What follows belongs to an exercise in optimizing a design on an open flow for small area, a short achievable clock period and few clock cycles; a production flow would make more cautious choices. At most, simulation tests tie the RTL to the original design; equivalence was not proved. The RTL of runs 1 and 3 was laid out without a check of its function.

**flow/config.mk**
```make
export PLATFORM = sky130hd
export DESIGN_NAME = fc_layer_top
export DESIGN_NICKNAME = fc_layer_top
export VERILOG_FILES = /design/flow/design.v
export SDC_FILE = /design/flow/constraint.sdc
export NUM_CORES = 4
export LEC_CHECK = 0
export CAP_MARGIN = 20
export CORE_MARGIN = 2
export CORE_UTILIZATION = 40
export CTS_CLUSTER_DIAMETER = 100
export CTS_CLUSTER_SIZE = 30
export SETUP_SLACK_MARGIN = 5.0
export SLEW_MARGIN = 20
```
**flow/constraint.sdc**
```tcl
create_clock -name core_clock -period 8.0 [get_ports {clk}]
set_input_delay 1.6000 -clock core_clock [delete_from_list [all_inputs] [get_ports {clk}]]
set_output_delay 1.6000 -clock core_clock [all_outputs]
set_load 0.01 [all_outputs]
```
**flow/design.v**
```verilog
package fc_ctrl_pkg;
	typedef enum logic [1:0] {
		PH_IDLE = 2'b00,
		PH_RUN  = 2'b01,
		PH_DONE = 2'b10
	} phase_state_t;
	typedef logic [12-1:0] cnt_t;
	typedef logic [12-1:0] addr_t;
	typedef struct packed {
		addr_t addr;
		logic  ce;      
	} mem_req_t;
endpackage
package fc_data_pkg;
	typedef logic signed [8-1:0] data_t;
	typedef logic signed [32-1:0] acc_t;
	typedef data_t [4-1:0] weight_vec_t;
	typedef acc_t [4-1:0] result_vec_t;
endpackage
`timescale 1ns/1ps
module fc_mac_core (
	input  logic                     clk,
	input  logic                     i_clear,    
	input  logic [3:0]               i_one,      
	input  logic [3:0]               i_two,      
	input  logic [3:0]               i_neg,      
	input  fc_data_pkg::data_t       i_weight,   
	output logic [32-1:0]     o_acc
);
	logic [15:0] acc_lo;
	logic [11:0] acc_hi;
	logic [1:0]  carry_q;    
	logic [28:0] pp;       
	logic [28:0] pp_q;
	logic [17:0] lo_sum;
	logic [7:0]  w;
	logic m1, r2, m3, r4, m5, r6, m7, r8, m9, r10, m11, r12, m13, r14, m15, r16, m17, r18, m19, r20, m21, r22, m23, r24, m25, r26, m27, r28, m29, r30, m31, r32, m33, r34, m35, r36, m37, r38, m39, r40, m41, r42, m43, r44, m45, r46, m47, r48, m49, r50, m51, r52, m53, r54, m55, r56, m57, r58, m59, r60, m61, r62, m63, r64, m65, r66, m67, r68, m69, r70, m71, r72, s73, c74, s75, c76, s77, c78, s79, c80, s81, c82, s83, c84, s85, c86, s87, c88, s89, c90, s91, c92, s93, c94, s95, c96, s97, c98, s99, c100, s101, c102, s103, c104, s105, c106, s107, c108, s109, c110, s111, c112, s113, c114, s115, c116, s117, c118, s119, s120, c121, s122, c123, s124, c125, s126, c127, s128, c129, s130, c131, s132, c133, s134, c135, s136, c137, s138, c139, s140, c141, s142, c143, s144, c145, s146, c147, s148, c149, s150, g151, p152, g153, p154, g155, p156, g157, p158, g159, p160, g161, p162, g163, p164, g165, p166, g167, p168, g169, p170, g171, p172, g173, p174, g175, p176, g177, p178, g179, p180, g181, p182, g183, p184, g185, p186, g187, p188, g189, p190, g191, p192, g193, p194, g195, p196, g197, p198, g199, p200, g201, p202, g203, p204, g205, p206, g207, p208, g209, p210, g211, p212, g213, p214, g215, p216, g217, p218, g219, p220, g221, p222, g223, p224, g225, p226, g227, p228, g229, p230, g231, p232, g233, p234, g235, p236, g237, p238, g239, p240, g241, p242, g243, p244, g245, p246, g247, p248, n249, n250, n251, n252, n253, n254, n255, n256, n257, n258, n259, n260, n261, n262, n263, n264;
	assign w = i_weight;
	assign m1 = i_one[0] & w[0];
	assign r2 = m1 ^ i_neg[0];
	assign m3 = (i_one[0] & w[1]) | (i_two[0] & w[0]);
	assign r4 = m3 ^ i_neg[0];
	assign m5 = (i_one[0] & w[2]) | (i_two[0] & w[1]);
	assign r6 = m5 ^ i_neg[0];
	assign m7 = (i_one[0] & w[3]) | (i_two[0] & w[2]);
	assign r8 = m7 ^ i_neg[0];
	assign m9 = (i_one[0] & w[4]) | (i_two[0] & w[3]);
	assign r10 = m9 ^ i_neg[0];
	assign m11 = (i_one[0] & w[5]) | (i_two[0] & w[4]);
	assign r12 = m11 ^ i_neg[0];
	assign m13 = (i_one[0] & w[6]) | (i_two[0] & w[5]);
	assign r14 = m13 ^ i_neg[0];
	assign m15 = (i_one[0] & w[7]) | (i_two[0] & w[6]);
	assign r16 = m15 ^ i_neg[0];
	assign m17 = (i_one[0] & w[7]) | (i_two[0] & w[7]);
	assign r18 = ~(m17 ^ i_neg[0]);
	assign m19 = i_one[1] & w[0];
	assign r20 = m19 ^ i_neg[1];
	assign m21 = (i_one[1] & w[1]) | (i_two[1] & w[0]);
	assign r22 = m21 ^ i_neg[1];
	assign m23 = (i_one[1] & w[2]) | (i_two[1] & w[1]);
	assign r24 = m23 ^ i_neg[1];
	assign m25 = (i_one[1] & w[3]) | (i_two[1] & w[2]);
	assign r26 = m25 ^ i_neg[1];
	assign m27 = (i_one[1] & w[4]) | (i_two[1] & w[3]);
	assign r28 = m27 ^ i_neg[1];
	assign m29 = (i_one[1] & w[5]) | (i_two[1] & w[4]);
	assign r30 = m29 ^ i_neg[1];
	assign m31 = (i_one[1] & w[6]) | (i_two[1] & w[5]);
	assign r32 = m31 ^ i_neg[1];
	assign m33 = (i_one[1] & w[7]) | (i_two[1] & w[6]);
	assign r34 = m33 ^ i_neg[1];
	assign m35 = (i_one[1] & w[7]) | (i_two[1] & w[7]);
	assign r36 = ~(m35 ^ i_neg[1]);
	assign m37 = i_one[2] & w[0];
	assign r38 = m37 ^ i_neg[2];
	assign m39 = (i_one[2] & w[1]) | (i_two[2] & w[0]);
	assign r40 = m39 ^ i_neg[2];
	assign m41 = (i_one[2] & w[2]) | (i_two[2] & w[1]);
	assign r42 = m41 ^ i_neg[2];
	assign m43 = (i_one[2] & w[3]) | (i_two[2] & w[2]);
	assign r44 = m43 ^ i_neg[2];
	assign m45 = (i_one[2] & w[4]) | (i_two[2] & w[3]);
	assign r46 = m45 ^ i_neg[2];
	assign m47 = (i_one[2] & w[5]) | (i_two[2] & w[4]);
	assign r48 = m47 ^ i_neg[2];
	assign m49 = (i_one[2] & w[6]) | (i_two[2] & w[5]);
	assign r50 = m49 ^ i_neg[2];
	assign m51 = (i_one[2] & w[7]) | (i_two[2] & w[6]);
	assign r52 = m51 ^ i_neg[2];
	assign m53 = (i_one[2] & w[7]) | (i_two[2] & w[7]);
	assign r54 = ~(m53 ^ i_neg[2]);
	assign m55 = i_one[3] & w[0];
	assign r56 = m55 ^ i_neg[3];
	assign m57 = (i_one[3] & w[1]) | (i_two[3] & w[0]);
	assign r58 = m57 ^ i_neg[3];
	assign m59 = (i_one[3] & w[2]) | (i_two[3] & w[1]);
	assign r60 = m59 ^ i_neg[3];
	assign m61 = (i_one[3] & w[3]) | (i_two[3] & w[2]);
	assign r62 = m61 ^ i_neg[3];
	assign m63 = (i_one[3] & w[4]) | (i_two[3] & w[3]);
	assign r64 = m63 ^ i_neg[3];
	assign m65 = (i_one[3] & w[5]) | (i_two[3] & w[4]);
	assign r66 = m65 ^ i_neg[3];
	assign m67 = (i_one[3] & w[6]) | (i_two[3] & w[5]);
	assign r68 = m67 ^ i_neg[3];
	assign m69 = (i_one[3] & w[7]) | (i_two[3] & w[6]);
	assign r70 = m69 ^ i_neg[3];
	assign m71 = (i_one[3] & w[7]) | (i_two[3] & w[7]);
	assign r72 = ~(m71 ^ i_neg[3]);
	assign s73 = r14 ^ r28;
	assign c74 = r14 & r28;
	assign s75 = r16 ^ r30;
	assign c76 = r16 & r30;
	assign s77 = r18 ^ r32 ^ r46;
	assign c78 = (r18 & r32) | (r46 & (r18 ^ r32));
	assign s79 = r34 ^ r48;
	assign c80 = r34 & r48;
	assign s81 = r10 ^ r24;
	assign c82 = r10 & r24;
	assign s83 = r12 ^ r26;
	assign c84 = r12 & r26;
	assign s85 = s73 ^ r42 ^ r56;
	assign c86 = (s73 & r42) | (r56 & (s73 ^ r42));
	assign s87 = c74 ^ s75 ^ r44;
	assign c88 = (c74 & s75) | (r44 & (c74 ^ s75));
	assign s89 = c76 ^ s77 ^ r60;
	assign c90 = (c76 & s77) | (r60 & (c76 ^ s77));
	assign s91 = c78 ^ s79 ^ r62;
	assign c92 = (c78 & s79) | (r62 & (c78 ^ s79));
	assign s93 = c80 ^ r36 ^ r50;
	assign c94 = (c80 & r36) | (r50 & (c80 ^ r36));
	assign s95 = r52 ^ r66;
	assign c96 = r52 & r66;
	assign s97 = r6 ^ r20;
	assign c98 = r6 & r20;
	assign s99 = r8 ^ r22;
	assign c100 = r8 & r22;
	assign s101 = s81 ^ r38 ^ i_neg[2];
	assign c102 = (s81 & r38) | (i_neg[2] & (s81 ^ r38));
	assign s103 = c82 ^ s83 ^ r40;
	assign c104 = (c82 & s83) | (r40 & (c82 ^ s83));
	assign s105 = c84 ^ s85 ^ i_neg[3];
	assign c106 = (c84 & s85) | (i_neg[3] & (c84 ^ s85));
	assign s107 = c86 ^ s87 ^ r58;
	assign c108 = (c86 & s87) | (r58 & (c86 ^ s87));
	assign s109 = ~(c88 ^ s89);
	assign c110 = c88 | s89;
	assign s111 = ~(c90 ^ s91);
	assign c112 = c90 | s91;
	assign s113 = c92 ^ s93 ^ r64;
	assign c114 = (c92 & s93) | (r64 & (c92 ^ s93));
	assign s115 = ~(c94 ^ s95);
	assign c116 = c94 | s95;
	assign s117 = c96 ^ r54 ^ r68;
	assign c118 = (c96 & r54) | (r68 & (c96 ^ r54));
	assign s119 = ~r70;
	assign pp[0] = r2;
	assign pp[1] = i_neg[0];
	assign pp[2] = r4;
	assign pp[3] = s97;
	assign pp[4] = i_neg[1];
	assign pp[5] = c98;
	assign pp[6] = s99;
	assign pp[7] = c100;
	assign pp[8] = s101;
	assign pp[9] = c102;
	assign pp[10] = s103;
	assign pp[11] = c104;
	assign pp[12] = s105;
	assign pp[13] = c106;
	assign pp[14] = s107;
	assign pp[15] = c108;
	assign pp[16] = s109;
	assign pp[17] = c110;
	assign pp[18] = s111;
	assign pp[19] = c112;
	assign pp[20] = s113;
	assign pp[21] = c114;
	assign pp[22] = s115;
	assign pp[23] = c116;
	assign pp[24] = s117;
	assign pp[25] = c118;
	assign pp[26] = s119;
	assign pp[27] = r70;
	assign pp[28] = r72;
	assign s120 = acc_lo[0] ^ pp_q[0];
	assign c121 = acc_lo[0] & pp_q[0];
	assign s122 = acc_lo[1] ^ pp_q[2];
	assign c123 = acc_lo[1] & pp_q[2];
	assign s124 = acc_lo[2] ^ pp_q[3] ^ pp_q[4];
	assign c125 = (acc_lo[2] & pp_q[3]) | (pp_q[4] & (acc_lo[2] ^ pp_q[3]));
	assign s126 = acc_lo[3] ^ pp_q[5] ^ pp_q[6];
	assign c127 = (acc_lo[3] & pp_q[5]) | (pp_q[6] & (acc_lo[3] ^ pp_q[5]));
	assign s128 = acc_lo[4] ^ pp_q[7] ^ pp_q[8];
	assign c129 = (acc_lo[4] & pp_q[7]) | (pp_q[8] & (acc_lo[4] ^ pp_q[7]));
	assign s130 = acc_lo[5] ^ pp_q[9] ^ pp_q[10];
	assign c131 = (acc_lo[5] & pp_q[9]) | (pp_q[10] & (acc_lo[5] ^ pp_q[9]));
	assign s132 = acc_lo[6] ^ pp_q[11] ^ pp_q[12];
	assign c133 = (acc_lo[6] & pp_q[11]) | (pp_q[12] & (acc_lo[6] ^ pp_q[11]));
	assign s134 = acc_lo[7] ^ pp_q[13] ^ pp_q[14];
	assign c135 = (acc_lo[7] & pp_q[13]) | (pp_q[14] & (acc_lo[7] ^ pp_q[13]));
	assign s136 = acc_lo[8] ^ pp_q[15] ^ pp_q[16];
	assign c137 = (acc_lo[8] & pp_q[15]) | (pp_q[16] & (acc_lo[8] ^ pp_q[15]));
	assign s138 = acc_lo[9] ^ pp_q[17] ^ pp_q[18];
	assign c139 = (acc_lo[9] & pp_q[17]) | (pp_q[18] & (acc_lo[9] ^ pp_q[17]));
	assign s140 = acc_lo[10] ^ pp_q[19] ^ pp_q[20];
	assign c141 = (acc_lo[10] & pp_q[19]) | (pp_q[20] & (acc_lo[10] ^ pp_q[19]));
	assign s142 = acc_lo[11] ^ pp_q[21] ^ pp_q[22];
	assign c143 = (acc_lo[11] & pp_q[21]) | (pp_q[22] & (acc_lo[11] ^ pp_q[21]));
	assign s144 = acc_lo[12] ^ pp_q[23] ^ pp_q[24];
	assign c145 = (acc_lo[12] & pp_q[23]) | (pp_q[24] & (acc_lo[12] ^ pp_q[23]));
	assign s146 = acc_lo[13] ^ pp_q[25] ^ pp_q[26];
	assign c147 = (acc_lo[13] & pp_q[25]) | (pp_q[26] & (acc_lo[13] ^ pp_q[25]));
	assign s148 = acc_lo[14] ^ pp_q[27] ^ pp_q[28];
	assign c149 = (acc_lo[14] & pp_q[27]) | (pp_q[28] & (acc_lo[14] ^ pp_q[27]));
	assign s150 = ~acc_lo[15];
	assign g151 = s120 & pp_q[1];
	assign p152 = s120 ^ pp_q[1];
	assign g153 = c121 & s122;
	assign p154 = c121 ^ s122;
	assign g155 = c123 & s124;
	assign p156 = c123 ^ s124;
	assign g157 = c125 & s126;
	assign p158 = c125 ^ s126;
	assign g159 = c127 & s128;
	assign p160 = c127 ^ s128;
	assign g161 = c129 & s130;
	assign p162 = c129 ^ s130;
	assign g163 = c131 & s132;
	assign p164 = c131 ^ s132;
	assign g165 = c133 & s134;
	assign p166 = c133 ^ s134;
	assign g167 = c135 & s136;
	assign p168 = c135 ^ s136;
	assign g169 = c137 & s138;
	assign p170 = c137 ^ s138;
	assign g171 = c139 & s140;
	assign p172 = c139 ^ s140;
	assign g173 = c141 & s142;
	assign p174 = c141 ^ s142;
	assign g175 = c143 & s144;
	assign p176 = c143 ^ s144;
	assign g177 = c145 & s146;
	assign p178 = c145 ^ s146;
	assign g179 = c147 & s148;
	assign p180 = c147 ^ s148;
	assign g181 = c149 & s150;
	assign p182 = c149 ^ s150;
	assign g183 = g153 | (p154 & g151);
	assign p184 = p154 & p152;
	assign g185 = g157 | (p158 & g155);
	assign p186 = p158 & p156;
	assign g187 = g161 | (p162 & g159);
	assign p188 = p162 & p160;
	assign g189 = g165 | (p166 & g163);
	assign p190 = p166 & p164;
	assign g191 = g169 | (p170 & g167);
	assign p192 = p170 & p168;
	assign g193 = g173 | (p174 & g171);
	assign p194 = p174 & p172;
	assign g195 = g177 | (p178 & g175);
	assign p196 = p178 & p176;
	assign g197 = g181 | (p182 & g179);
	assign p198 = p182 & p180;
	assign g199 = g155 | (p156 & g183);
	assign p200 = p156 & p184;
	assign g201 = g185 | (p186 & g183);
	assign p202 = p186 & p184;
	assign g203 = g163 | (p164 & g187);
	assign p204 = p164 & p188;
	assign g205 = g189 | (p190 & g187);
	assign p206 = p190 & p188;
	assign g207 = g171 | (p172 & g191);
	assign p208 = p172 & p192;
	assign g209 = g193 | (p194 & g191);
	assign p210 = p194 & p192;
	assign g211 = g179 | (p180 & g195);
	assign p212 = p180 & p196;
	assign g213 = g197 | (p198 & g195);
	assign p214 = p198 & p196;
	assign g215 = g159 | (p160 & g201);
	assign p216 = p160 & p202;
	assign g217 = g187 | (p188 & g201);
	assign p218 = p188 & p202;
	assign g219 = g203 | (p204 & g201);
	assign p220 = p204 & p202;
	assign g221 = g205 | (p206 & g201);
	assign p222 = p206 & p202;
	assign g223 = g175 | (p176 & g209);
	assign p224 = p176 & p210;
	assign g225 = g195 | (p196 & g209);
	assign p226 = p196 & p210;
	assign g227 = g211 | (p212 & g209);
	assign p228 = p212 & p210;
	assign g229 = g213 | (p214 & g209);
	assign p230 = p214 & p210;
	assign g231 = g167 | (p168 & g221);
	assign p232 = p168 & p222;
	assign g233 = g191 | (p192 & g221);
	assign p234 = p192 & p222;
	assign g235 = g207 | (p208 & g221);
	assign p236 = p208 & p222;
	assign g237 = g209 | (p210 & g221);
	assign p238 = p210 & p222;
	assign g239 = g223 | (p224 & g221);
	assign p240 = p224 & p222;
	assign g241 = g225 | (p226 & g221);
	assign p242 = p226 & p222;
	assign g243 = g227 | (p228 & g221);
	assign p244 = p228 & p222;
	assign g245 = g229 | (p230 & g221);
	assign p246 = p230 & p222;
	assign g247 = acc_lo[15] & g245;
	assign p248 = acc_lo[15] & p246;
	assign n249 = p154 ^ g151;
	assign n250 = p156 ^ g183;
	assign n251 = p158 ^ g199;
	assign n252 = p160 ^ g201;
	assign n253 = p162 ^ g215;
	assign n254 = p164 ^ g217;
	assign n255 = p166 ^ g219;
	assign n256 = p168 ^ g221;
	assign n257 = p170 ^ g231;
	assign n258 = p172 ^ g233;
	assign n259 = p174 ^ g235;
	assign n260 = p176 ^ g237;
	assign n261 = p178 ^ g239;
	assign n262 = p180 ^ g241;
	assign n263 = p182 ^ g243;
	assign n264 = acc_lo[15] ^ g245;
	assign lo_sum[0] = p152;
	assign lo_sum[1] = n249;
	assign lo_sum[2] = n250;
	assign lo_sum[3] = n251;
	assign lo_sum[4] = n252;
	assign lo_sum[5] = n253;
	assign lo_sum[6] = n254;
	assign lo_sum[7] = n255;
	assign lo_sum[8] = n256;
	assign lo_sum[9] = n257;
	assign lo_sum[10] = n258;
	assign lo_sum[11] = n259;
	assign lo_sum[12] = n260;
	assign lo_sum[13] = n261;
	assign lo_sum[14] = n262;
	assign lo_sum[15] = n263;
	assign lo_sum[16] = n264;
	assign lo_sum[17] = g247;
	always_ff @(posedge clk) begin
		pp_q <= pp;
	end
	always_ff @(posedge clk) begin
		if (i_clear) begin
			acc_lo  <= '0;
			acc_hi  <= '0;
			carry_q <= 2'd1;
		end else begin
			acc_lo  <= lo_sum[15:0];
			carry_q <= lo_sum[17:16];
			acc_hi  <= acc_hi + {{(11){carry_q == 2'd0}}, carry_q != 2'd1};
		end
	end
	assign o_acc = {{(32-28){acc_hi[11]}}, acc_hi, acc_lo};   
endmodule
`timescale 1ns/1ps
module fc_layer_top (
	input  logic                     clk,
	input  logic                     reset_n,
	input  logic                     i_run,       
	input  fc_ctrl_pkg::cnt_t        i_num_cnt,   
	input  fc_data_pkg::data_t       i_node,      
	input  fc_data_pkg::weight_vec_t i_weights,   
	output logic                     o_idle,
	output logic                     o_read,
	output logic                     o_write,
	output logic                     o_done,
	output fc_ctrl_pkg::mem_req_t    o_mem_req,
	output fc_data_pkg::result_vec_t o_results
);
	logic              busy_q;      
	logic              ce_q;        
	logic              write_q;     
	logic              done_q;
	logic              dv_q;        
	logic              clr_q;       
	logic [3:0]        last_q;      
	fc_ctrl_pkg::cnt_t addr_q;      
	logic              start;
	logic              read_last;
	logic [8:0]                node_x;   
	logic [3:0]                         one, two, neg;
	logic [3:0]                         one_q, two_q, neg_q;
	logic [4*8-1:0] weights_q;
	logic [4*32-1:0]  results_flat;
	assign start     = i_run & ~busy_q;
	assign read_last = ce_q & (addr_q == '0);
	always_ff @(posedge clk or negedge reset_n) begin
		if (!reset_n) begin
			busy_q  <= 1'b0;
			ce_q    <= 1'b0;
			write_q <= 1'b0;
			done_q  <= 1'b0;
			dv_q    <= 1'b0;
			clr_q   <= 1'b0;
			last_q  <= '0;
		end else begin
			busy_q  <= start | (busy_q & ~done_q);
			ce_q    <= start | (ce_q & ~read_last);
			write_q <= start | (write_q & ~last_q[3]);
			done_q  <= last_q[3];
			dv_q    <= ce_q;
			clr_q   <= start;
			last_q  <= {last_q[2:0], read_last};
		end
	end
	always_ff @(posedge clk) begin
		if (!busy_q) begin
			addr_q <= i_num_cnt - fc_ctrl_pkg::cnt_t'(1);
		end else begin
			addr_q <= addr_q - fc_ctrl_pkg::cnt_t'(1);
		end
	end
	assign node_x = {dv_q ? i_node : '0, 1'b0};
	for (genvar i = 0; i < 4; i++) begin : g_booth
		assign one[i] = node_x[2*i] ^ node_x[2*i+1];
		assign two[i] = (node_x[2*i+2] & ~node_x[2*i+1] & ~node_x[2*i]) |
		                (~node_x[2*i+2] & node_x[2*i+1] & node_x[2*i]);
		assign neg[i] = node_x[2*i+2] & ~(node_x[2*i+1] & node_x[2*i]);
	end
	always_ff @(posedge clk) begin
		one_q     <= one;
		two_q     <= two;
		neg_q     <= neg;
		weights_q <= i_weights;
	end
	for (genvar g = 0; g < 4; g++) begin : g_lane
		fc_mac_core u_mac_core (
			.clk      (clk),
			.i_clear  (clr_q),
			.i_one    (one_q),
			.i_two    (two_q),
			.i_neg    (neg_q),
			.i_weight (weights_q[g*8 +: 8]),
			.o_acc    (results_flat[g*32 +: 32])
		);
	end
	assign o_mem_req.addr = addr_q;
	assign o_mem_req.ce   = ce_q;
	assign o_results      = results_flat;
	assign o_idle         = ~busy_q;
	assign o_read         = ce_q;
	assign o_write        = write_q;
	assign o_done         = done_q;
endmodule
```
**flow/run.sh**
```bash
#!/bin/bash
# synth_recipe.tcl (not shown) runs the flow's synth.tcl, then flattens the netlist and writes it again
# the make line also repeats each setting of config.mk as NAME=value (left out here)
make -C /OpenROAD-flow-scripts/flow DESIGN_CONFIG=/design/flow/config.mk WORK_HOME=/design/flow/orfs CLKGATE_MAP_FILE= SYNTH_SCRIPT=/design/flow/synth_recipe.tcl finish
```
==> impl_metrics.toml, run 1 <==
[die]
initial_core_util_pct = 40.4
pin_count = 200
dieArea_sq_um = 45200
die_h_um = 213
num_rows = 76
coreArea_sq_um = 43100
die_w_um = 213

[synthesis]
ys_types = 54
syn_nets = 2067
synth_edf_count = 0
synth_cells = 1732
synth_top_area_cell = "dfxtp_1"
syn_avg_cell_area_sq_um = 10.1
synthTopCellsByArea = "dfxtp_1 (33%), fa_1 (13%), ha_1 (12%), xnor2_1 (8.5%), a22oi_1 (4.8%)"
synth_top_area_share_pct = 32.9
synth_top_flop_cell = "dfxtp_1"
synth_seq_cells = 296
synth_most_common_cell = "dfxtp_1"
ys_top_cells_by_count = "dfxtp_1 (286), xnor2_1 (169), ha_1 (164)"
yosysSeqAreaShare_pct = 34.3
synthArstFlopShare_pct = 3.38
syn_area_sq_um = 17400
yosys_warnings = 2

[setup_path]
required_ns = 8.41
path_max_fanout = 5
worstRegToRegCells = 10
r2r_setup_slack_ns = 4.98
path_class = "reg -> reg"
critPathLaunchType = "flop"
crit_path_end_kind = "flop"
critPathLaunch = "g_lane[2].u_mac_core.pp_q[14]"
worstReg2RegEnd = "g_lane[2].u_mac_core.carry_q[0]"
reg2reg_from = "g_lane[2].u_mac_core.pp_q[14]"
cp.arrival_ns = 3.42

[drt]
drtIter0Drc = 452
ant_nets = 0
routed_wl_um = 37600
drc = 0
drtPass1Iterations = 5
viasPerCell = 4.93
wl_per_cell_um = 15.3
vias = 12100

[finish]
areaGrowthSynthToFinish_pct = 17.4
design_area_sq_um = 20400
nets = 2206
layout-drive-gt1-share_pct = 8.47
antenna_cells = 0

[sta]
tightest_slew_ns = 1.03
slew_headroom_pct = 31.2
finalHoldViolations = 0
hold-worst-slack_ns = 0.363
drv_slew = 0
finalCritPeriodShare_pct = 37.7
skew_ns = 0.0214
setup_viol = 0
rsz0062_at_grt = "true"
tns_ns = 0
post-route-min-period_ns = 3.02
fmax_mhz = 331

[place]
place_area_sq_um = 19800
numPortBuffers = 199
dpl.hpwl_um = 27700
gp_congestion = 0.818

[worst_hold_path]
holdPathEnd = "last_q[3]"
hold_depth = 0
hp-class = "reg -> reg"
hp-start = "last_q[2]"

[global_route]
antenna_found_initial = 0
grt-ovfl-total = 0
grt_pass1_vias = 12500
grt_max_degree = 95
track_usage_pct = 17.1
grt_pass1_wl_um = 62500

[clock_network]
clkLatencyLatePin_ns = 0.52
clk_pin_slew_worst_paths_ns = 0.11
h-tree-depth = 1
cts.sinks = 296
clock_path_buffers = 3
cts_made_buffers = 15
cts_tree = "built"
cts_root_buf = "clkbuf_16"

[outcome]
status = "finished clean"

[job]
cap_violations = 0
-- timing repair --
item / in CTS / in global routing
hold buffers: 0 / 0
resized for setup: 206 / 25
pin swaps: 24 / 9
buffers inserted: 14 / 3
endpoints found under the setup margin: 158 / 23
-- worst max-delay path by stage --
stage | to | slack (ns)
floorplan | g_lane[0].u_mac_core.carry_q[0] | 4.99
global placement | addr_q[9] | 4.54
detailed placement | addr_q[9] | 4.55
CTS | o_idle | 4.93
global route | g_lane[2].u_mac_core.carry_q[0] | 4.86
finish | g_lane[2].u_mac_core.carry_q[0] | 4.98
-- flip-flops by register name, summed over array words and instances, names as in the netlist, 4 cells and up --
register                   flops
g_lane.u_mac_core.pp_q       110
g_lane.u_mac_core.acc_lo      64
g_lane.u_mac_core.acc_hi      48
weights_q                     32
addr_q                        12
g_lane.u_mac_core.carry_q      8
last_q                         4
neg_q                          4
one_q                          4
two_q                          4
-- per-layer routing --
layer  vias up  GRT usage, %  part of all wire, %
li1       6020             -                    -
met1      5863          21.8                   45
met2       217          30.3                   49
met3        41          2.37                  4.4
met4         0          4.44                  2.1
met5         -             0                    0
-- per-stage QoR --
step                util [%]  cells  setup WS, ns
finish                  47.5   2463          4.98
global route            47.5   2463          4.86
CTS                     47.2   2460          4.93
detailed placement      46.0   2422          4.55
global placement        46.0   2422          4.54
floorplan                  -   1732          4.99
-- cells by family (layout without fill, tap and decap cells) --
logic type               Yosys count  after routing  synth area share (%)
flip-flops                       296            296                  34.3
XOR/XNOR                         217            217                  10.9
AND/OR/NAND/NOR                  338            338                  9.41
AO/OA/AOI/OAI                    311            311                  12.5
multiplexers                      25             25                  1.62
buffers and inverters            265            411                  6.20
adder cells (fa/ha/maj)          280            280                  25.1
-- worst max-delay path: stages, from the launching register on --
cell and delay [ns]:
dfxtp_1 0.33, fa_1 0.58, ha_4 0.22, a211oi_2 0.21, nor2_2 0.08, o41a_1 0.32, a31o_4 0.24, a41o_1 0.23
a21o_1 0.18, ha_1 0.25, or2_2 0.26
-- layout make-up --
type                       instances  area, sq um
clock inverter                     6         72.6
timing repair buffer             229         2030
tap                              585          732
sequential                       296         6050
multi-input combinational       1171        10600
clock buffer                      18          397
inverter                         158          593
fill                            4062        22600
-- layout by cell type, fill, tap and decap left out, types with 48 or more instances in the layout --
cell type        synthesis  layout
clkdlybuf4s50_1          0      54
inv_1                  157     157
dfxtp_1                286     237
o21ai_0                 60      56
xnor2_1                169     169
xor2_1                  48      48
ha_1                   164     154
a22oi_1                112     112
dlygate4sd2_1            0     144
dfxtp_2                  0      48
fa_1                   116     111
nor2_1                 136     131
==> run 2, diff against run 1 <==
--- a/flow/design.v
+++ b/flow/design.v
@@ -348,4 +348,12 @@
 	assign lo_sum[16] = n264;
 	assign lo_sum[17] = g247;
+	logic hi_inc, hi_dec;
+	logic [11:0] hi_flip;
+	assign hi_inc = carry_q[1];
+	assign hi_dec = ~carry_q[1] & ~carry_q[0];
+	assign hi_flip[0] = hi_inc | hi_dec;
+	for (genvar i = 1; i < 12; i++) begin : g_hi
+		assign hi_flip[i] = hi_flip[i-1] & (acc_hi[i-1] ^ hi_dec);
+	end
 	always_ff @(posedge clk) begin
 		pp_q <= pp;
@@ -359,5 +367,5 @@
 			acc_lo  <= lo_sum[15:0];
 			carry_q <= lo_sum[17:16];
-			acc_hi  <= acc_hi + {{(11){carry_q == 2'd0}}, carry_q != 2'd1};
+			acc_hi  <= acc_hi ^ hi_flip;
 		end
 	end
==> run 2 against run 1 <==
Still clean. Synthesized area is 2.1% lower. Clock-buffer cell count is 1 lower. Maximum frequency is 0.54% lower. Critical path type unchanged.
==> impl_metrics.toml, run 2 <==
[sta]
tns_ns = 0
finalHoldViolations = 0
tightest_slew_ns = 0.731
hold-worst-slack_ns = 0.361
fmax_mhz = 330
skew_ns = 0.0316
post-route-min-period_ns = 3.03
setup_viol = 0
drv_slew = 0
rsz0062_at_grt = "true"
finalCritPeriodShare_pct = 37.9
slew_headroom_pct = 51.2

[setup_path]
path_class = "reg -> reg"
crit_buf_inv = 0
path_max_fanout = 6
cp_cell_sequence = "fa_1, ha_4, a211o_1, a221o_1, o221a_2, a211o_1, a21o_1, ha_1, or2_2"
required_ns = 8.40
crit_path_frequent_cell = "a211o_1"
cp.arrival_ns = 3.43
crit_path_end_kind = "flop"
r2r_setup_slack_ns = 4.97
critPathLaunchType = "flop"
cpPeakStageDelay_ns = 0.59
critical-path-top-delay-family = "compound AO/OA/AOI/OAI gates"
crit_slowest_cell = "fa_1"

[global_route]
grt_max_degree = 57
grt_pass1_vias = 12200
grt_pass1_wl_um = 63900
grt-ovfl-total = 0
antenna_found_initial = 1
track_usage_pct = 17.8

[synthesis]
syn_area_sq_um = 17100
yosysSeqAreaShare_pct = 35.0
synth_cells = 1696
synth_most_common_cell = "dfxtp_1"
synth_top_area_share_pct = 33.6
synth_edf_count = 0
yosys_warnings = 2
syn_nets = 1983
synth_top_flop_cell = "dfxtp_1"
syn_avg_cell_area_sq_um = 10.1
synthTopCellsByArea = "dfxtp_1 (34%), fa_1 (13%), xnor2_1 (9.5%), ha_1 (8.8%), a22oi_1 (4.9%)"
ys_types = 71
synth_top_area_cell = "dfxtp_1"
synthArstFlopShare_pct = 3.38
synth_seq_cells = 296
ys_top_cells_by_count = "dfxtp_1 (286), xnor2_1 (184), inv_1 (158)"

[clock_network]
cts_root_buf = "clkbuf_16"
clkLatencyLatePin_ns = 0.53
h-tree-depth = 1
clk_pin_slew_worst_paths_ns = 0.11
cts_tree = "built"
cts_made_buffers = 15
clock_path_buffers = 3
cts.sinks = 296
cts_hold_buffers = 0

[place]
numPortBuffers = 199
gp_congestion = 0.822
dp.cells = 2328
dpl.hpwl_um = 28200

[drt]
viasPerCell = 5.04
ant_nets = 0
routed_wl_um = 39300
vias = 12000
drtIter0Drc = 724
wl_per_cell_um = 16.5
drc = 0
drtPass1Iterations = 6

[finish]
mostFrequentLayoutCells = "dfxtp_1 (200), xnor2_1 (184), inv_1 (155), dlygate4sd2_1 (144), nor2_1 (139)"
antenna_cells = 0
stdcell_count = 2379
top_register = "g_lane.u_mac_core.pp_q"
nets = 2121
largest_reg_flops = 110
reg_top3 = "g_lane.u_mac_core.pp_q (110), g_lane.u_mac_core.acc_lo (64), g_lane.u_mac_core.acc_hi (48)"
areaGrowthSynthToFinish_pct = 18.0
layout_commonest_cell = "dfxtp_1"
layout-drive-gt1-share_pct = 13.1

[die]
die_h_um = 210
num_rows = 75
pin_count = 200
initial_core_util_pct = 40.6
dieArea_sq_um = 44300
coreArea_sq_um = 42000
die_w_um = 210

[outcome]
status = "finished clean"

[worst_hold_path]
hp-class = "reg -> reg"

[job]
cap_violations = 0
run 2: path summary, 6_finish.rpt:
check / endpoint / start / cells past startpoint
worst max-delay path: g_lane[3].u_mac_core.carry_q[0] / g_lane[3].u_mac_core.acc_lo[9] / 9
worst min-delay path: last_q[2] / last_q[1] / 0
worst max register to register: g_lane[3].u_mac_core.carry_q[0] / g_lane[3].u_mac_core.acc_lo[9] / 9
worst min register to register: last_q[2] / last_q[1] / 0
max in group asynchronous: busy_q / reset_n / 1
min in group asynchronous: write_q / reset_n / 1
run 2: cells by family after synthesis:
group	count (synthesis)	share of synthesized area [%]
and+or+nand+nor	366	11.3
DFF	296	35.0
buffers and inverters	279	7.32
AOI/OAI and AO/OA	265	10.9
xor gates and xnor gates	238	12.2
adders and majority gates	232	22.0
muxes	20	1.25
run 2: stage by stage:
stage,setup slack [ns],area (sq um),util [%]
after floorplan,4.98,17100,-
after global placement,4.46,19200,45.7
after detailed placement,4.45,19200,45.7
after CTS,4.91,19900,47.3
after global routing,4.89,20100,47.9
final,4.97,20100,47.9
run 2: timing repair:
action                                  4_1_cts  5_1_grt
pin swaps                                    26       28
endpoints found under the setup margin      172       14
gates resized for setup                     273       35
buffers inserted                             16       12
run 2: layout make-up:
type / instances / area [sq um]
clock inverter: 6 / 77.6
clock buffer: 17 / 393
fill: 3987 / 21900
inverter: 159 / 597
sequential: 296 / 6150
timing repair buffer: 241 / 2130
tap: 539 / 674
multi-input combinational: 1121 / 10100
run 2: layer usage:
metal  share of wire, %  up-vias  global-route usage (%)  routed length (um)
met1                 47     5827                    23.9               18300
li1                   -     5867                       -                   -
met5                  0        -                       0                   0
met4                1.3        0                    3.30                 527
met3                5.8       31                    3.81                2280
met2                 46      277                    29.9               18200
Testbench counts of run 2, summed over its fixed seeds: cycles 35,971.
==> run 3, diff against run 2 <==
--- a/flow/design.v
+++ b/flow/design.v
@@ -348,12 +348,4 @@
 	assign lo_sum[16] = n264;
 	assign lo_sum[17] = g247;
-	logic hi_inc, hi_dec;
-	logic [11:0] hi_flip;
-	assign hi_inc = carry_q[1];
-	assign hi_dec = ~carry_q[1] & ~carry_q[0];
-	assign hi_flip[0] = hi_inc | hi_dec;
-	for (genvar i = 1; i < 12; i++) begin : g_hi
-		assign hi_flip[i] = hi_flip[i-1] & (acc_hi[i-1] ^ hi_dec);
-	end
 	always_ff @(posedge clk) begin
 		pp_q <= pp;
@@ -367,5 +359,5 @@
 			acc_lo  <= lo_sum[15:0];
 			carry_q <= lo_sum[17:16];
-			acc_hi  <= acc_hi ^ hi_flip;
+			acc_hi  <= acc_hi + {{(11){carry_q == 2'd0}}, carry_q != 2'd1};
 		end
 	end
==> flow/flow/run.sh (new file) <==
#!/bin/bash
# Standard layout (standard.sh, unchanged synthesis), with two changes:
# plain buffers on the ports instead of delay buffers, and timing repair
# aiming further below the clock period. The make output goes to make.log in
# the work folder; ORFS keeps each step's own log under orfs/logs/.
set -euo pipefail
cd "$(dirname "$0")/.."
bash standard.sh "BUFFER_PORTS_ARGS=-buffer_cell sky130_fd_sc_hd__buf_2" \
	SETUP_SLACK_MARGIN=5.4 finish > make.log 2>&1
==> flow/standard.sh (new file) <==
#!/bin/bash
# synth_recipe.tcl (not shown) runs the flow's synth.tcl, then flattens the netlist and writes it again
# the make line also repeats each setting of config.mk as NAME=value (left out here)
make -C /OpenROAD-flow-scripts/flow DESIGN_CONFIG=/design/flow/config.mk WORK_HOME=/design/flow/orfs CLKGATE_MAP_FILE= SYNTH_SCRIPT=/design/flow/synth_recipe.tcl "${@:-finish}"
removed: flow/run.sh
==> run 3 against run 2 <==
Die area up 2.1%. Sequential cell count unchanged. Largest cell class unchanged. Still clean. Register-to-register slack better by 0.11 ns.
==> impl_metrics.toml, run 3 <==
[die]
pin_count = 200
coreArea_sq_um = 43100
initial_core_util_pct = 40.4
die_h_um = 213
num_rows = 76
dieArea_sq_um = 45200
die_w_um = 213

[synthesis]
synth_cells = 1732
yosysSeqAreaShare_pct = 34.3
synth_top_area_cell = "dfxtp_1"
syn_avg_cell_area_sq_um = 10.1
synth_top_area_share_pct = 32.9
yosys_warnings = 2
ys_types = 54
syn_nets = 2067
synth_edf_count = 0
synth_most_common_cell = "dfxtp_1"
synthTopCellsByArea = "dfxtp_1 (33%), fa_1 (13%), ha_1 (12%), xnor2_1 (8.5%), a22oi_1 (4.8%)"
ys_top_cells_by_count = "dfxtp_1 (286), xnor2_1 (169), ha_1 (164)"
syn_area_sq_um = 17400
synthArstFlopShare_pct = 3.38
synth_top_flop_cell = "dfxtp_1"
synth_seq_cells = 296

[clock_network]
clock_path_buffers = 3
cts.sinks = 296
h-tree-depth = 1
cts_hold_buffers = 0
cts_made_buffers = 16
clk_pin_slew_worst_paths_ns = 0.11
cts_tree = "built"
clkLatencyLatePin_ns = 0.54
cts_root_buf = "clkbuf_16"

[finish]
nets = 2279
mostFrequentLayoutCells = "xnor2_1 (167), inv_1 (153), ha_1 (148), dfxtp_1 (148), buf_6 (146)"
top_register = "g_lane.u_mac_core.pp_q"
reg_top3 = "g_lane.u_mac_core.pp_q (110), g_lane.u_mac_core.acc_lo (64), g_lane.u_mac_core.acc_hi (48)"
layout_commonest_cell = "xnor2_1"
largest_reg_flops = 110
areaGrowthSynthToFinish_pct = 24.1
fillers = 3876
layout-drive-gt1-share_pct = 28.8

[drt]
drtIter0Drc = 662
drc = 0
ant_nets = 0
wl_per_cell_um = 15.8
vias = 12600
drtPass1Iterations = 5
routed_wl_um = 40100
viasPerCell = 4.97

[worst_hold_path]
hold_depth = 0
hp-class = "reg -> reg"

[setup_path]
worstReg2RegEnd = "g_lane[2].u_mac_core.carry_q[0]"
required_ns = 8.43
critPathLaunch = "g_lane[2].u_mac_core.pp_q[13]"
path_max_fanout = 4
critPathLaunchType = "flop"
cp.arrival_ns = 3.36
r2r_setup_slack_ns = 5.07
path_class = "reg -> reg"
worstRegToRegCells = 10
cp-endpoint = "g_lane[2].u_mac_core.carry_q[0]"
crit_path_end_kind = "flop"
reg2reg_from = "g_lane[2].u_mac_core.pp_q[13]"

[place]
gp_congestion = 0.799
dpl.hpwl_um = 28100
pre_cts_slack_ns = 4.71
numPortBuffers = 199

[sta]
finalHoldViolations = 0
fmax_mhz = 342
finalCritPeriodShare_pct = 36.6
tns_ns = 0
rsz0062_at_grt = "true"
post-route-min-period_ns = 2.93
skew_ns = 0.0360
fin_ws_ns = 5.07
tightest_slew_ns = 0.912
slew_headroom_pct = 39.2
setup_viol = 0
drv_slew = 0

[job]
cap_violations = 0

[global_route]
grt_max_degree = 86
grt_pass1_vias = 13000
antenna_found_initial = 0
grt_pass1_wl_um = 65200
track_usage_pct = 17.8
grt-ovfl-total = 0

[outcome]
status = "finished clean"
## run 3: final cells by class
type	instances	area [sq um]	share of cell area (%)
Inverter	158	598	2.77
Clock inverter	10	161	0.746
Tap cell	585	732	3.38
Timing Repair Buffer	301	2670	12.4
Clock buffer	17	425	1.97
Multi-Input combinational cell	1171	10800	50.0
Sequential cell	296	6230	28.8
Antenna cell	1	2.50	0.0116
## run 3: routing by layer
layer  vias up  GRT usage [%]  part of all wire [%]
li1       6180              -                     -
met1      6121           22.3                    44
met2       248           31.9                    50
met3        60           2.79                   4.3
met4         0           4.70                   1.9
met5         -              0                     0
## run 3: how the worst min path moves through the flow
stage | from | slack [ns] | endpoint
6_report | last_q[1] | 0.36 | last_q[2]
5_1_grt | last_q[2] | 0.38 | last_q[3]
4_1_cts | last_q[0] | 0.37 | last_q[1]
3_5_place_dp | last_q[0] | 0.34 | last_q[1]
3_3_place_gp | last_q[0] | 0.33 | last_q[1]
2_1_floorplan | neg_q[0] | 0.33 | g_lane[3].u_mac_core.pp_q[1]
## run 3: cells by family (layout without fill, tap and decap cells)
family	count (synthesis)	after routing	synth area share [%]
AOI/OAI and AO/OA	311	311	12.5
xor gates and xnor gates	217	217	10.9
adders and majority gates	280	280	25.1
buffers and inverters	265	486	6.20
DFF	296	296	34.3
muxes	25	25	1.62
other	0	1	0
and+or+nand+nor	338	338	9.41
## run 3: what timing repair did
item	CTS	global route
setup buffers	64	25
endpoints found under the setup margin	230	188
gates resized for setup	322	89
cloned	0	0
pin swaps	21	17
## run 3: worst max-delay path, stage by stage, from the launching register on
cell and delay, ns:
dfxtp_2 0.34, fa_1 0.57, ha_4 0.22, a211oi_2 0.22, nor2_2 0.07, o41a_1 0.32, a31o_4 0.24, a41o_1 0.21
a21o_1 0.19, ha_2 0.25, or2_4 0.21
## run 3: stage by stage
stage	cells	instance area (sq um)	util [%]	hold WS [ns]
final	2539	21600	50.2	0.365
after global routing	2538	21600	50.2	0.382
after CTS	2513	21100	49.0	0.367
after detailed placement	2422	18900	43.9	0.342
after global placement	2422	18900	43.9	0.333
after floorplan	1732	17600	-	0.329

-- afterwards: timing with drivers on the ports --
The results above use ideal ports. As a check the final layouts listed here were re-extracted and re-timed, cells and wires unchanged. Step 1: set_driving_cell puts a clkbuf_16 on clk and a buf_2 on each other input, an assumption about the parent block. Step 2, shift: input delay + t, output delay - t, t = (earliest + latest rising clock arrival at the registers) / 2. This alone moves slack from input paths to output paths. Slacks: no drivers / after step 1 / after step 2; pairs: no drivers / after step 1.
run | shift t [ns] | setup slack, ns | hold slack, ns | worst setup path after step 2 | cell pins on the clock port's net
run 1 | 0.561 | 4.982 / 4.982 / 4.679 | 0.363 / 0.363 / 0.363 | input to register | 1
run 2 | 0.565 | 4.966 / 4.966 / 4.595 | 0.361 / 0.361 / 0.361 | input to register | 1
run 3 | 0.578 | 5.072 / 5.072 / 4.996 | 0.365 / 0.365 / 0.365 | input to register | 1
After both steps every run listed still meets setup and hold. For run 2, which loses most, drivers alone change the setup slack by 0.000 ns; drivers and shift together by -0.371 ns.
